Source: an optimization exercise on an open RTL-to-GDS flow (aim: small area, a short achievable clock period and few clock cycles). Production flows keep margins and buffers that such runs may drop.
The RTL was checked by simulation tests, not by an equivalence proof against the original design.

==> design.v <==
package mdu_pkg;
  typedef enum logic [2:0] {
    OP_MUL    = 3'b000,
    OP_MULH   = 3'b001,
    OP_MULHSU = 3'b010,
    OP_MULHU  = 3'b011,
    OP_DIV    = 3'b100,
    OP_DIVU   = 3'b101,
    OP_REM    = 3'b110,
    OP_REMU   = 3'b111
  } funct3_e;
endpackage
module mdu_divider (
  input  logic [31:0] value,
  output logic [5:0]  lz
);
  logic [15:0] z1;  logic [15:0][0:0] c1;
  logic [7:0]  z2;  logic [7:0][1:0]  c2;
  logic [3:0]  z3;  logic [3:0][2:0]  c3;
  logic [1:0]  z4;  logic [1:0][3:0]  c4;
  logic        z5;  logic [4:0]       c5;
  always_comb begin
    for (int i = 0; i < 16; i++) begin
      z1[i] = ~(value[2*i+1] | value[2*i]);
      c1[i] = ~value[2*i+1];
    end
    for (int i = 0; i < 8; i++) begin
      z2[i] = z1[2*i+1] & z1[2*i];
      c2[i] = z1[2*i+1] ? {1'b1, c1[2*i]} : {1'b0, c1[2*i+1]};
    end
    for (int i = 0; i < 4; i++) begin
      z3[i] = z2[2*i+1] & z2[2*i];
      c3[i] = z2[2*i+1] ? {1'b1, c2[2*i]} : {1'b0, c2[2*i+1]};
    end
    for (int i = 0; i < 2; i++) begin
      z4[i] = z3[2*i+1] & z3[2*i];
      c4[i] = z3[2*i+1] ? {1'b1, c3[2*i]} : {1'b0, c3[2*i+1]};
    end
    z5 = z4[1] & z4[0];
    c5 = z4[1] ? {1'b1, c4[0]} : {1'b0, c4[1]};
    lz = z5 ? 6'd32 : {1'b0, c5};
  end
endmodule
module mul_div_unit (
  input  logic        clk,
  input  logic        rst,
  input  logic        start,
  input  logic [2:0]  funct3,
  input  logic [31:0] operand_a,
  input  logic [31:0] operand_b,
  input  logic [4:0]  rd_in,
  input  logic        flush,
  output logic        busy,
  output logic        done,
  output logic [31:0] result,
  output logic [4:0]  rd_out
);
  logic s_dn, s_ds, s_ms, s_ma;           
  logic s_dn_n, s_ds_n, s_ms_n, s_ma_n;
  logic done_n;
  logic [2:0]  op_q;
  logic [4:0]  rd_q;
  logic [32:0] r_q, r_n;      
  logic [31:0] q_q, q_n;      
  logic [32:0] x_q, x_n;      
  logic        pb_q, pb_n;    
  logic [4:0]  cnt_q, cnt_n;
  logic        sa_q, sa_n;    
  logic        ds_q, ds_n;    
  logic [4:0]  la_q, la_n;    
  logic        nq_q, nq_n;    
  logic idle, accept;
  assign busy   = s_dn | s_ds | s_ms | s_ma;
  assign idle   = ~busy;
  assign accept = start & ~flush & idle;
  logic sgn_a_in, sgn_b_in;
  assign sgn_a_in = funct3[2] ? ~funct3[0] : ~(funct3[1] & funct3[0]);
  assign sgn_b_in = funct3[2] ? ~funct3[0] : ~funct3[1];
  logic [36:0] add_a, add_b, add_c, cs_s, cs_c, add_t;
  logic        neg0, neg1, add_zero;
  logic        z0, two0, z1, two1;
  logic [35:0] cs_maj;
  always_comb begin
    z0   = s_ms & (q_q[1] == q_q[0]) & (q_q[0] == pb_q);
    two0 = s_ms & ((q_q[1] & ~q_q[0] & ~pb_q) | (~q_q[1] & q_q[0] & pb_q));
    neg0 = s_ms ? (q_q[1] & ~(q_q[0] & pb_q)) : (~s_ma & ds_q);
    z1   = ~s_ms | ((q_q[3] == q_q[2]) & (q_q[2] == q_q[1]));
    two1 = (q_q[3] & ~q_q[2] & ~q_q[1]) | (~q_q[3] & q_q[2] & q_q[1]);
    neg1 = s_ms & q_q[3] & ~(q_q[2] & q_q[1]);
    add_a = {{4{r_q[32]}}, r_q};
    add_b = (z0 ? 37'd0 : (two0 ? {{3{x_q[32]}}, x_q, 1'b0} : {{4{x_q[32]}}, x_q}))
            ^ {37{neg0}};
    add_c = {(z1 ? 35'd0 : (two1 ? {x_q[32], x_q, 1'b0} : {{2{x_q[32]}}, x_q})) ^ {35{neg1}},
             neg1, neg1};
    cs_s   = add_a ^ add_b ^ add_c;
    cs_maj = (add_a[35:0] & add_b[35:0]) | (add_a[35:0] & add_c[35:0]) |
             (add_b[35:0] & add_c[35:0]);
    cs_c   = {cs_maj, neg0};
    add_t  = cs_s + cs_c + {36'd0, neg1};
    add_zero = &(~((cs_s ^ cs_c) ^ {(cs_s[35:0] | cs_c[35:0]), 1'b0}));
  end
  logic dacc;
  assign dacc = sa_q ? (add_t[36] | add_zero) : ~add_t[36];
  logic [5:0] lza, lzb;
  logic       in_sa, in_sb;
  logic       dn_bz;
  logic [4:0] dn_d;
  assign in_sa = sgn_a_in & operand_a[31];
  assign in_sb = sgn_b_in & operand_b[31];
  mdu_divider u_lza (.value(operand_a ^ {32{in_sa}}), .lz(lza));
  mdu_divider u_lzb (.value(operand_b ^ {32{in_sb}}), .lz(lzb));
  assign dn_bz = (x_q[31:0] == 32'd0);
  assign dn_d  = cnt_q - la_q + {4'd0, sa_q};
  logic skip8;
  assign skip8 = (cnt_q[3:1] != 3'b000) &
                 ((&{q_q[7:0], pb_q}) | ~(|{q_q[7:0], pb_q}));
  always_comb begin
    s_dn_n = 1'b0;
    s_ds_n = 1'b0;
    s_ms_n = 1'b0;
    s_ma_n = 1'b0;
    done_n = 1'b0;
    r_n    = r_q;
    q_n    = q_q;
    x_n    = x_q;
    pb_n   = pb_q;
    cnt_n  = cnt_q;
    sa_n   = sa_q;
    ds_n   = ds_q;
    la_n   = la_q;
    nq_n   = nq_q;
    if (idle) begin
      q_n    = operand_a;
      x_n    = {sgn_b_in & operand_b[31], operand_b};
      r_n    = funct3[2] ? {sgn_a_in & operand_a[31], operand_a} : 33'd0;
      pb_n   = 1'b0;
      cnt_n  = funct3[2] ? (lzb[5] ? 5'd31 : lzb[4:0]) : 5'd8;
      la_n   = lza[5] ? 5'd31 : lza[4:0];
      sa_n   = in_sa;
      ds_n   = in_sa == in_sb;
      s_dn_n = accept & funct3[2];
      s_ms_n = accept & ~funct3[2];
    end
    if (s_dn) begin
      nq_n = ~ds_q;
      if (dn_bz) begin
        q_n    = 32'hFFFF_FFFF;
        done_n = 1'b1;
      end else if (!dacc) begin
        q_n    = 32'd0;
        done_n = 1'b1;
      end else begin
        if (~ds_q) r_n = add_t[32:0];
        q_n    = {32{~ds_q}};
        x_n    = x_q << dn_d;
        cnt_n  = dn_d;
        s_ds_n = 1'b1;
      end
    end
    if (s_ds) begin
      if (dacc) r_n = add_t[32:0];
      q_n   = {q_q[30:0], dacc ^ nq_q};
      x_n   = {x_q[32], x_q[32:1]};
      cnt_n = cnt_q - 5'd1;
      if (cnt_q == 5'd0) done_n = 1'b1;
      else               s_ds_n = 1'b1;
    end
    if (s_ms) begin
      if (skip8) begin
        r_n   = {{8{r_q[32]}}, r_q[32:8]};
        q_n   = {r_q[7:0], q_q[31:8]};
        pb_n  = q_q[7];
        cnt_n = cnt_q - 5'd2;
      end else begin
        r_n   = add_t[36:4];
        q_n   = {add_t[3:0], q_q[31:4]};
        pb_n  = q_q[3];
        cnt_n = cnt_q - 5'd1;
      end
      if (cnt_n != 5'd0)                           s_ms_n = 1'b1;
      else if ((op_q == mdu_pkg::OP_MULHU) & pb_n) s_ma_n = 1'b1;
      else                                         done_n = 1'b1;
    end
    if (s_ma) begin
      r_n    = add_t[32:0];
      done_n = 1'b1;
    end
  end
  always_ff @(posedge clk or posedge rst) begin
    if (rst) begin
      s_dn <= 1'b0;
      s_ds <= 1'b0;
      s_ms <= 1'b0;
      s_ma <= 1'b0;
      done <= 1'b0;
    end else begin
      s_dn <= s_dn_n & ~flush;
      s_ds <= s_ds_n & ~flush;
      s_ms <= s_ms_n & ~flush;
      s_ma <= s_ma_n & ~flush;
      done <= done_n & ~flush;
    end
  end
  always_ff @(posedge clk) begin
    if (idle) begin
      op_q <= funct3;
      rd_q <= rd_in;
    end
    r_q   <= r_n;
    q_q   <= q_n;
    x_q   <= x_n;
    pb_q  <= pb_n;
    cnt_q <= cnt_n;
    sa_q  <= sa_n;
    ds_q  <= ds_n;
    la_q  <= la_n;
    nq_q  <= nq_n;
  end
  logic selr;
  assign selr   = op_q[2] ? op_q[1] : (op_q[1] | op_q[0]);
  assign result = selr ? r_q[31:0] : q_q;
  assign rd_out = rd_q;
endmodule
==> run.sh <==
#!/bin/bash
# synth_recipe.tcl (not shown) runs the flow's synth.tcl, then flattens the netlist and writes it again
# the make line also repeats each setting of config.mk as NAME=value (left out here)
make -C /OpenROAD-flow-scripts/flow DESIGN_CONFIG=/design/flow/config.mk WORK_HOME=/design/flow/orfs CLKGATE_MAP_FILE= SYNTH_SCRIPT=/design/flow/synth_recipe.tcl finish
==> config.mk <==
export PLATFORM = sky130hd
export DESIGN_NAME = mul_div_unit
export DESIGN_NICKNAME = mul_div_unit
export VERILOG_FILES = /design/flow/design.v
export SDC_FILE = /design/flow/constraint.sdc
export NUM_CORES = 4
export LEC_CHECK = 0
export CAP_MARGIN = 20
export CORE_MARGIN = 2
export CORE_UTILIZATION = 40
export SETUP_SLACK_MARGIN = 5
export SLEW_MARGIN = 20
==> constraint.sdc <==
create_clock -name core_clock -period 10.0 [get_ports {clk}]
set_input_delay 2.0000 -clock core_clock [delete_from_list [all_inputs] [get_ports {clk}]]
set_output_delay 2.0000 -clock core_clock [all_outputs]
set_load 0.01 [all_outputs]
==> results.sh, run 1 <==
export IMPL_first_global_vias=17900
export IMPL_maxCapViolCount=0
export IMPL_hold_viol_final=0
export IMPL_synth_seq_cells=125
export IMPL_syn_nets=2532
export IMPL_cp_top_family="compound AO/OA/AOI/OAI gates"
export IMPL_drt_wl_total_um=78700
export IMPL_seq_area_frac_synth_pct=18.0
export IMPL_min_path_type="flip-flop to flip-flop"
export IMPL_cts_buffers=17
export IMPL_worstSetupStartpointType="flip-flop"
export IMPL_synthesis_area_mm2=0.0170
export IMPL_rows=75
export IMPL_drt_iter0_drc=2591
export IMPL_cpPeakStageDelay_ps=600
export IMPL_drc=0
export IMPL_cp_num_buf_inv=7
export IMPL_die_area_mm2=0.0441
export IMPL_path_class="flip-flop to flip-flop"
export IMPL_final_common_cell="nand2_1"
export IMPL_drv_slew=0
export IMPL_ys_types=87
export IMPL_coreArea_mm2=0.0419
export IMPL_syn2layout_area_growth_pct=34.4
export IMPL_slowest_stage="fa_1"
export IMPL_hpwl_um=52900
export IMPL_nFillCells=3798
export IMPL_critPathRequiredTime_ps=10270
export IMPL_gp_congestion=0.967
export IMPL_finClkSkew_ps=13.8
export IMPL_final_cell_mix="nand2_1 (354), a21oi_1 (139), nor2_1 (132), inv_1 (129), o21ai_0 (126)"
export IMPL_cts_path_max_buffers=2
export IMPL_path_clk_slew_ps=70
export IMPL_ant_nets=0
export IMPL_yosysWarnings=2
export IMPL_grtUsageTotal_pct=33.1
export IMPL_fmax_mhz=186
export IMPL_insertion_delay_ps=470
export IMPL_h_tree_depth=4
export IMPL_ios=115
export IMPL_final_nets=2690
export IMPL_finalCritPeriodShare_pct=53.8
export IMPL_drive_gt1_share_pct=23.3
export IMPL_crit_arrival_ps=5650
export IMPL_place_area_mm2=0.0184
export IMPL_rsz0062_at_grt="true"
export IMPL_crit_top_cell="buf_6"
export IMPL_final_setup_tns_ps=0
export IMPL_antenna_found_initial=0
export IMPL_holdPathStages=3
export IMPL_finalInstanceArea_mm2=0.0228
export IMPL_status="no timing/DRC/antenna violations"
export IMPL_num_antenna_cells=0
export IMPL_worstPathMaxFanout=7
export IMPL_die_h_um=210
export IMPL_fp_dieW_um=210
export IMPL_wl_per_cell_um=26.0
export IMPL_slew_headroom_pct=11.1
export IMPL_worstMarginPinSlew_ps=1320
export IMPL_grt_max_degree=62
export IMPL_clock_sinks=125
export IMPL_setup_viol=0
export IMPL_cp_depth=24
export IMPL_syn_avg_cell_area_um2=7.31
export IMPL_drt_first_pass_iters=7
export IMPL_clock_root_buffer="clkbuf_16"
export IMPL_vias_per_cell=6.42
export IMPL_crit_chain="buf_6, ha_4, mux2_4, and2_4, buf_4, nand2_2, a21oi_2, xnor2_2, fa_1, inv_2, ha_4, xnor2_2, nor4_2, nand4_1, o41ai_4, buf_6, buf_6, nand3_2, a21oi_2, o31a_1, nor2_4, buf_6, buf_4, a221oi_1"
export IMPL_numPortBuffers=114
export IMPL_period_needed_ps=5380
export IMPL_worst_r2r_path_depth=24
export IMPL_synth_edf_count=52
export IMPL_ys_flop_type="dfxtp_1"
export IMPL_vias=19500
export IMPL_tritoncts="yes"
export IMPL_synthesis_instances=2324
export IMPL_grt_pass1_wl_um=111000
export IMPL_overflow=0
export IMPL_crit_path_end_kind="flip-flop"
export IMPL_async_flop_share_pct=4.00
export IMPL_initial_core_util_pct=40.5
[timing repair]
| item | in CTS | in global routing |
|---|---|---|
| pin swaps | 52 | 146 |
| endpoints found under the setup margin | 111 | 109 |
| cloned | 12 | 11 |
| hold buffers | 0 | 0 |
| buffers inserted | 102 | 65 |
| gates resized for setup | 206 | 252 |
[flip-flops by register name, indices dropped and copies added (netlist names), 3 cells and up]
register  flops
r_q          33
x_q          33
q_q          32
cnt_q         5
la_q          5
rd_q          5
op_q          3
[synth_stat cells, drive strengths merged, types with 27 or more instances]
library cell	instances	area, µm²
mux2	41	465
dfxtp	68	1360
ha	94	1180
o21ai	150	751
buf	35	169
a21oi	192	965
fa	38	761
nor3	44	220
xnor2	124	1090
nand3	64	320
nand2	363	1360
nor2	138	528
clkbuf	160	601
and3	27	169
nand2b	43	269
edfxtp	52	1560
a221oi	38	333
inv	147	552
a211oi	35	275
mux2i	119	1190
[routing by layer]
| metal | share of wire (%) | global-route usage (%) |
|---|---|---|
| met5 | 0 | 0 |
| met4 | 5.3 | 14.5 |
| met3 | 10 | 6.47 |
| met2 | 45 | 52.6 |
| met1 | 40 | 43.8 |
[through the flow]
step | hold WS, ps | utilization (%) | instances | setup WS [ps]
finish | 619 | 54.4 | 3034 | 4620
global route | 658 | 54.4 | 3034 | 4570
CTS | 613 | 50.1 | 2957 | 4860
detailed placement | 602 | 43.8 | 2811 | 3020
global placement | 601 | 43.8 | 2811 | 3090
floorplan | 464 | - | 2324 | 4890
[worst register-to-register path, cell delays in order, from the launching register on]
cell and delay (ps):
edfxtp_1 480, buf_6 180, ha_4 150, mux2_4 330, and2_4 210, buf_4 140, nand2_2 70, a21oi_2 80
xnor2_2 160, fa_1 600, inv_2 60, ha_4 260, xnor2_2 150, nor4_2 300, nand4_1 200, o41ai_4 380
buf_6 180, buf_6 110, nand3_2 80, a21oi_2 170, o31a_1 220, nor2_4 80, buf_6 140, buf_4 130
a221oi_1 310
[cell families after synthesis]
group / synth area share [%]
AND/OR/NAND/NOR: 20.8
AO/OA/AOI/OAI: 24.3
buffers and inverters: 7.85
multiplexers: 10.2
XOR/XNOR: 7.58
adder cells (fa/ha/maj): 11.4
flip-flops: 18.0
[final timing paths]
check / from / endpoint / slack [ps]
setup / recovery: q_q[0]$_DFFE_PP_ / q_q[9]$_DFFE_PP_ / 4620
hold / removal: r_q[28]$_DFF_P_ / r_q[20]$_DFF_P_ / 620
setup reg to reg: q_q[0]$_DFFE_PP_ / q_q[9]$_DFFE_PP_ / 4620
hold reg to reg: r_q[28]$_DFF_P_ / r_q[20]$_DFF_P_ / 620
max in group asynchronous: rst / s_ms$_DFF_PP0_ / 8010
min in group asynchronous: rst / done$_DFF_PP0_ / 1760
[area by class of cell]
cell class / instances / area, µm² / share of cell area, %
Clock buffer: 18 / 439 / 1.92
Timing Repair inverter: 2 / 13.8 / 0.0603
Clock inverter: 14 / 156 / 0.685
Sequential cell: 125 / 3050 / 13.4
Tap cell: 539 / 674 / 2.96
Inverter: 150 / 594 / 2.60
Multi-Input combinational cell: 1864 / 14600 / 63.8
Timing Repair Buffer: 322 / 3340 / 14.6
Testbench counts, summed over its fixed seeds: cycles 59,604.
==> run 2, diff against run 1 <==
--- a/design.v
+++ b/design.v
@@ -68,7 +68,7 @@
   logic        sa_q, sa_n;    
   logic        ds_q, ds_n;    
   logic [4:0]  la_q, la_n;    
-  logic        nq_q, nq_n;    
+  logic        z0_q, t0_q, n0_q, z1_q, t1_q, n1_q;
   logic idle, accept;
   assign busy   = s_dn | s_ds | s_ms | s_ma;
   assign idle   = ~busy;
@@ -81,12 +81,12 @@
   logic        z0, two0, z1, two1;
   logic [35:0] cs_maj;
   always_comb begin
-    z0   = s_ms & (q_q[1] == q_q[0]) & (q_q[0] == pb_q);
-    two0 = s_ms & ((q_q[1] & ~q_q[0] & ~pb_q) | (~q_q[1] & q_q[0] & pb_q));
-    neg0 = s_ms ? (q_q[1] & ~(q_q[0] & pb_q)) : (~s_ma & ds_q);
-    z1   = ~s_ms | ((q_q[3] == q_q[2]) & (q_q[2] == q_q[1]));
-    two1 = (q_q[3] & ~q_q[2] & ~q_q[1]) | (~q_q[3] & q_q[2] & q_q[1]);
-    neg1 = s_ms & q_q[3] & ~(q_q[2] & q_q[1]);
+    z0   = z0_q;
+    two0 = t0_q;
+    neg0 = n0_q;
+    z1   = z1_q;
+    two1 = t1_q;
+    neg1 = n1_q;
     add_a = {{4{r_q[32]}}, r_q};
     add_b = (z0 ? 37'd0 : (two0 ? {{3{x_q[32]}}, x_q, 1'b0} : {{4{x_q[32]}}, x_q}))
             ^ {37{neg0}};
@@ -114,77 +114,78 @@
   logic skip8;
   assign skip8 = (cnt_q[3:1] != 3'b000) &
                  ((&{q_q[7:0], pb_q}) | ~(|{q_q[7:0], pb_q}));
+  logic last_ms;
+  logic [4:0] cnt_ms;
+  assign cnt_ms  = cnt_q - (skip8 ? 5'd2 : 5'd1);
+  assign last_ms = (cnt_ms == 5'd0);
   always_comb begin
     s_dn_n = 1'b0;
     s_ds_n = 1'b0;
     s_ms_n = 1'b0;
     s_ma_n = 1'b0;
     done_n = 1'b0;
-    r_n    = r_q;
-    q_n    = q_q;
-    x_n    = x_q;
-    pb_n   = pb_q;
-    cnt_n  = cnt_q;
     sa_n   = sa_q;
     ds_n   = ds_q;
-    la_n   = la_q;
-    nq_n   = nq_q;
+    la_n   = lza[5] ? 5'd31 : lza[4:0];
+    pb_n   = skip8 ? q_q[7] : q_q[3];
+    if (idle)      x_n = {sgn_b_in & operand_b[31], operand_b};
+    else if (s_ds) x_n = {x_q[32], x_q[32:1]};
+    else           x_n = x_q << (s_dn ? dn_d : 5'd0);
+    if (idle)      r_n = funct3[2] ? {sgn_a_in & operand_a[31], operand_a} : 33'd0;
+    else if (s_ms) r_n = skip8 ? {{8{r_q[32]}}, r_q[32:8]} : add_t[36:4];
+    else if (s_ma | (dacc & (s_ds | ~ds_q))) r_n = add_t[32:0];
+    else           r_n = r_q;
+    if (idle)      q_n = operand_a;
+    else if (s_dn) q_n = {32{dn_bz | (dacc & ~ds_q)}};
+    else if (s_ds) q_n = {q_q[30:0], dacc ^ ~ds_q};
+    else           q_n = skip8 ? {r_q[7:0], q_q[31:8]} : {add_t[3:0], q_q[31:4]};
+    if (idle)      cnt_n = funct3[2] ? (lzb[5] ? 5'd31 : lzb[4:0]) : 5'd8;
+    else if (s_dn) cnt_n = dn_d;
+    else if (s_ds) cnt_n = cnt_q - 5'd1;
+    else           cnt_n = cnt_ms;
     if (idle) begin
-      q_n    = operand_a;
-      x_n    = {sgn_b_in & operand_b[31], operand_b};
-      r_n    = funct3[2] ? {sgn_a_in & operand_a[31], operand_a} : 33'd0;
       pb_n   = 1'b0;
-      cnt_n  = funct3[2] ? (lzb[5] ? 5'd31 : lzb[4:0]) : 5'd8;
-      la_n   = lza[5] ? 5'd31 : lza[4:0];
       sa_n   = in_sa;
       ds_n   = in_sa == in_sb;
       s_dn_n = accept & funct3[2];
       s_ms_n = accept & ~funct3[2];
     end
     if (s_dn) begin
-      nq_n = ~ds_q;
-      if (dn_bz) begin
-        q_n    = 32'hFFFF_FFFF;
-        done_n = 1'b1;
-      end else if (!dacc) begin
-        q_n    = 32'd0;
-        done_n = 1'b1;
-      end else begin
-        if (~ds_q) r_n = add_t[32:0];
-        q_n    = {32{~ds_q}};
-        x_n    = x_q << dn_d;
-        cnt_n  = dn_d;
-        s_ds_n = 1'b1;
-      end
+      if (dn_bz | ~dacc) done_n = 1'b1;
+      else               s_ds_n = 1'b1;
     end
     if (s_ds) begin
-      if (dacc) r_n = add_t[32:0];
-      q_n   = {q_q[30:0], dacc ^ nq_q};
-      x_n   = {x_q[32], x_q[32:1]};
-      cnt_n = cnt_q - 5'd1;
       if (cnt_q == 5'd0) done_n = 1'b1;
       else               s_ds_n = 1'b1;
     end
     if (s_ms) begin
-      if (skip8) begin
-        r_n   = {{8{r_q[32]}}, r_q[32:8]};
-        q_n   = {r_q[7:0], q_q[31:8]};
-        pb_n  = q_q[7];
-        cnt_n = cnt_q - 5'd2;
-      end else begin
-        r_n   = add_t[36:4];
-        q_n   = {add_t[3:0], q_q[31:4]};
-        pb_n  = q_q[3];
-        cnt_n = cnt_q - 5'd1;
-      end
-      if (cnt_n != 5'd0)                           s_ms_n = 1'b1;
+      if (!last_ms)                                s_ms_n = 1'b1;
       else if ((op_q == mdu_pkg::OP_MULHU) & pb_n) s_ma_n = 1'b1;
       else                                         done_n = 1'b1;
     end
-    if (s_ma) begin
-      r_n    = add_t[32:0];
-      done_n = 1'b1;
-    end
+    if (s_ma) done_n = 1'b1;
+  end
+  logic [3:0] nl;
+  logic       npb, ms_next;
+  logic       z0_n, t0_n, n0_n, z1_n, t1_n, n1_n;
+  assign ms_next = s_ms_n & ~flush;
+  always_comb begin
+    if (idle) begin
+      nl  = operand_a[3:0];
+      npb = 1'b0;
+    end else if (skip8) begin
+      nl  = q_q[11:8];
+      npb = q_q[7];
+    end else begin
+      nl  = q_q[7:4];
+      npb = q_q[3];
+    end
+    z0_n = ms_next & (nl[1] == nl[0]) & (nl[0] == npb);
+    t0_n = ms_next & ((nl[1] & ~nl[0] & ~npb) | (~nl[1] & nl[0] & npb));
+    n0_n = ms_next ? (nl[1] & ~(nl[0] & npb)) : (~s_ms & ds_n);
+    z1_n = ~ms_next | ((nl[3] == nl[2]) & (nl[2] == nl[1]));
+    t1_n = (nl[3] & ~nl[2] & ~nl[1]) | (~nl[3] & nl[2] & nl[1]);
+    n1_n = ms_next & nl[3] & ~(nl[2] & nl[1]);
   end
   always_ff @(posedge clk or posedge rst) begin
     if (rst) begin
@@ -214,7 +215,12 @@
     sa_q  <= sa_n;
     ds_q  <= ds_n;
     la_q  <= la_n;
-    nq_q  <= nq_n;
+    z0_q  <= z0_n;
+    t0_q  <= t0_n;
+    n0_q  <= n0_n;
+    z1_q  <= z1_n;
+    t1_q  <= t1_n;
+    n1_q  <= n1_n;
   end
   logic selr;
   assign selr   = op_q[2] ? op_q[1] : (op_q[1] | op_q[0]);
==> results.sh, run 2 <==
export IMPL_cts_path_max_buffers=2
export IMPL_tritoncts="yes"
export IMPL_synth_top_area_share_pct=10.5
export IMPL_synth_edf_count=44
export IMPL_synth_top_cell_by_area="dfxtp_1"
export IMPL_ios=115
export IMPL_final_nets=2193
export IMPL_slowest_stage="clkdlybuf4s50_1"
export IMPL_fin_ws_ps=5100
export IMPL_die_h_um=201
export IMPL_initial_core_util_pct=40.3
export IMPL_overflow=0
export IMPL_synth_mux_area_share_pct=12.4
export IMPL_path_clk_slew_ps=70
export IMPL_crit_top_cell="o21ai_0"
export IMPL_dp_slack_ps=3650
export IMPL_synth_compound_area_share_pct=22.1
export IMPL_setup_viol=0
export IMPL_yosysWarnings=2
export IMPL_insertion_delay_ps=450
export IMPL_final_setup_tns_ps=0
export IMPL_hpwl_um=45200
export IMPL_ant_nets=0
export IMPL_hp_start="ds_q$_DFF_P_"
export IMPL_first_global_vias=14600
export IMPL_fmax_mhz=204
export IMPL_fin_util_pct=46.9
export IMPL_coreArea_mm2=0.0385
export IMPL_worst_r2r_path_depth=21
export IMPL_vias=15400
export IMPL_seq_area_frac_synth_pct=19.8
export IMPL_synth_common_cells="nor2_1 (198), nand2_1 (195), inv_1 (149)"
export IMPL_synth_top_family_by_area="compound AO/OA/AOI/OAI gates"
export IMPL_num_antenna_cells=0
export IMPL_worstSetupStartpointType="primary input"
export IMPL_syn_nets=2176
export IMPL_netlist_top_cells_area="dfxtp_1 (10%), edfxtp_1 (8.5%), xnor2_1 (7.4%)"
export IMPL_slew_headroom_pct=39.9
export IMPL_r2r_start="t0_q$_DFF_P_"
export IMPL_cp_top_family="buffers and inverters"
export IMPL_final_cell_mix="nor2_1 (197), nand2_1 (192), inv_1 (148), a21oi_1 (139), xnor2_1 (128)"
export IMPL_cp_num_buf_inv=3
export IMPL_drc=0
export IMPL_final_common_cell="nor2_1"
export IMPL_h_tree_depth=4
export IMPL_fp_dieW_um=201
export IMPL_hold_viol_final=0
export IMPL_route_met2_wl_um=26200
export IMPL_die_area_mm2=0.0403
export IMPL_ys_flop_type="dfxtp_1"
export IMPL_holdPathStages=2
export IMPL_rows=72
export IMPL_wl_per_cell_um=24.0
export IMPL_crit_arrival_ps=5200
export IMPL_hold_buffers=0
export IMPL_synthAdderAreaFrac_pct=12.4
export IMPL_reg2reg_slack_ps=5110
export IMPL_grt_pass1_wl_um=90800
export IMPL_gp_congestion=0.957
export IMPL_vias_per_cell=6.13
export IMPL_ys_types=89
export IMPL_min_path_type="flip-flop to flip-flop"
export IMPL_nFillCells=3820
export IMPL_wl_met3_um=5490
export IMPL_synth_seq_cells=130
export IMPL_clock_root_buffer="clkbuf_16"
export IMPL_yosysMostFrequentCell="nor2_1"
export IMPL_drt_wl_total_um=60500
export IMPL_drt_first_pass_iters=9
export IMPL_grtUsageTotal_pct=29.2
export IMPL_cpPeakStageDelay_ps=580
export IMPL_synthesis_instances=1970
export IMPL_top_layer_used="met4"
export IMPL_multiInputGateArea_mm2=0.0114
export IMPL_drv_slew=0
export IMPL_synth_simple_area_share_pct=16.9
export IMPL_syn2layout_area_growth_pct=16.4
export IMPL_status="no timing/DRC/antenna violations"
export IMPL_synthesis_area_mm2=0.0155
export IMPL_period_needed_ps=4900
export IMPL_crit_chain="clkdlybuf4s50_1, o21ai_2, nand2_2, inv_2, a41oi_1, inv_1, nand2b_1, nor3_2, o21ai_0, o21ai_0"
export IMPL_clock_sinks=130
export IMPL_async_flop_share_pct=3.85
export IMPL_path_class="primary input to flip-flop"
export IMPL_crit_path_end_kind="flip-flop"
export IMPL_drt_iter0_drc=2113
export IMPL_finClkSkew_ps=9.76
export IMPL_reg_top3="r_q: 33 flops, x_q: 33 flops, q_q: 32 flops"
export IMPL_rr_endpoint="q_q[11]$_DFF_P_"
export IMPL_worstPathMaxFanout=20
export IMPL_antenna_found_initial=0
export IMPL_grt_max_degree=69
export IMPL_rsz0062_at_grt="false"
export IMPL_drive_gt1_share_pct=10.3
export IMPL_finalCritPeriodShare_pct=49.0
export IMPL_seqCellArea_mm2=0.00310
export IMPL_critPathRequiredTime_ps=10300
export IMPL_syn_avg_cell_area_um2=7.86
export IMPL_hold_end="ds_q$_DFF_P_"
export IMPL_cts_buffers=17
export IMPL_wl_met1_um=26500
export IMPL_synthXorXnorAreaFrac_pct=8.32
export IMPL_numPortBuffers=114
export IMPL_maxCapViolCount=0
export IMPL_worstMarginPinSlew_ps=902
==> run 2: changes by cell type after synthesis, moves of 25 or more <==
cell / change
nor2_1: +62
mux4_2: +25
nand2b_1: -31
o21ai_0: -40
nand2_1: -168
nand3_1: -35
mux2_2: -25
clkbuf_1: -41
a21oi_1: -48
==> run 2: metal layers <==
metal	global-route usage [%]	up-vias
li1	-	7050
met1	41.5	7432
met2	44.0	827
met3	5.96	125
met4	10.0	0
met5	0	-
==> run 2: worst max path at each step <==
stage | from | end | cells after the start
floorplan | t1_q$_DFF_P_ | q_q[13]$_DFF_P_ | 22
global placement | n0_q$_DFF_P_ | q_q[23]$_DFF_P_ | 18
detailed placement | n0_q$_DFF_P_ | q_q[28]$_DFF_P_ | 18
CTS | x_q[4]$_DFF_P_ | q_q[13]$_DFF_P_ | 19
global route | t0_q$_DFF_P_ | q_q[14]$_DFF_P_ | 21
finish | funct3[2] | la_q[1]$_SDFF_PP1_ | 10
==> run 2: layout make-up <==
class                   count  share of cell area (%)
clock inverters             8                   0.347
flip-flops and latches    130                    17.2
multi-input cells        1522                    63.5
inverters                 154                    3.26
well taps                 518                    3.60
repair buffers            162                    9.18
clock buffers              24                    2.96
==> run 2: cell families after synthesis <==
kind of cell	after synthesis
AOI/OAI and AO/OA	505
xor gates and xnor gates	147
muxes	155
and+or+nand+nor	582
buffers and inverters	321
adders and majority gates	130
DFF	130
==> run 2: repair_timing <==
action                                  4_1_cts  5_1_grt
buffers inserted                             14       14
cloned                                        3        1
pin swaps                                     3       21
endpoints found under the setup margin       76       50
gates resized for setup                      42       38
==> run 2: per-stage QoR <==
| stage | cells | cell area, µm² | hold slack, ps |
|---|---|---|---|
| global placement | 2454 | 16800 | 478 |
| global route | 2518 | 18000 | 573 |
| detailed placement | 2454 | 16800 | 495 |
| CTS | 2503 | 17800 | 512 |
| finish | 2518 | 18000 | 513 |
| floorplan | 1970 | 15500 | 458 |
==> run 2: worst min-delay path, delay by kind of cell (launching register included) <==
| family | cells | cell delay [ps] |
|---|---|---|
| AND/OR/NAND/NOR | 1 | 40 |
| flip-flops | 1 | 330 |
| AO/OA/AOI/OAI | 1 | 100 |
Testbench counts of run 2, summed over its fixed seeds: cycles 59,604.

-- re-timing with driven ports --
How much do the figures lean on ideal ports? The routed layouts below were timed once more, with nothing changed but the port constraints. Step 1 sets driving cells, clkbuf_16 on the clock port and buf_2 on the other inputs (assumed; they add their load-dependent delay and slew). Step 2 times the ports against the registers' clock, not the clock port: input delays grow and output delays shrink by t, the midpoint of the rising clock arrivals with the driver on. a / b / c = no drivers / after step 1 / after step 2; a / b = the first two.
run | t (ns) | slack for setup (ns) | worst hold slack (ns) | clock arrival spread, ns | worst register clock-pin slew, ns
run 1 | 0.526 | 4.617 / 4.617 / 4.581 | 0.619 / 0.619 / 0.619 | 0.014 / 0.014 | 0.07 / 0.07
run 2 | 0.496 | 5.099 / 5.108 / 4.624 | 0.513 / 0.513 / 0.513 | 0.010 / 0.010 | 0.07 / 0.07
After both steps every run listed still meets setup and hold. The setup slack of run 2, which loses most, moves by +0.009 ns with the drivers and by -0.475 ns with both steps.
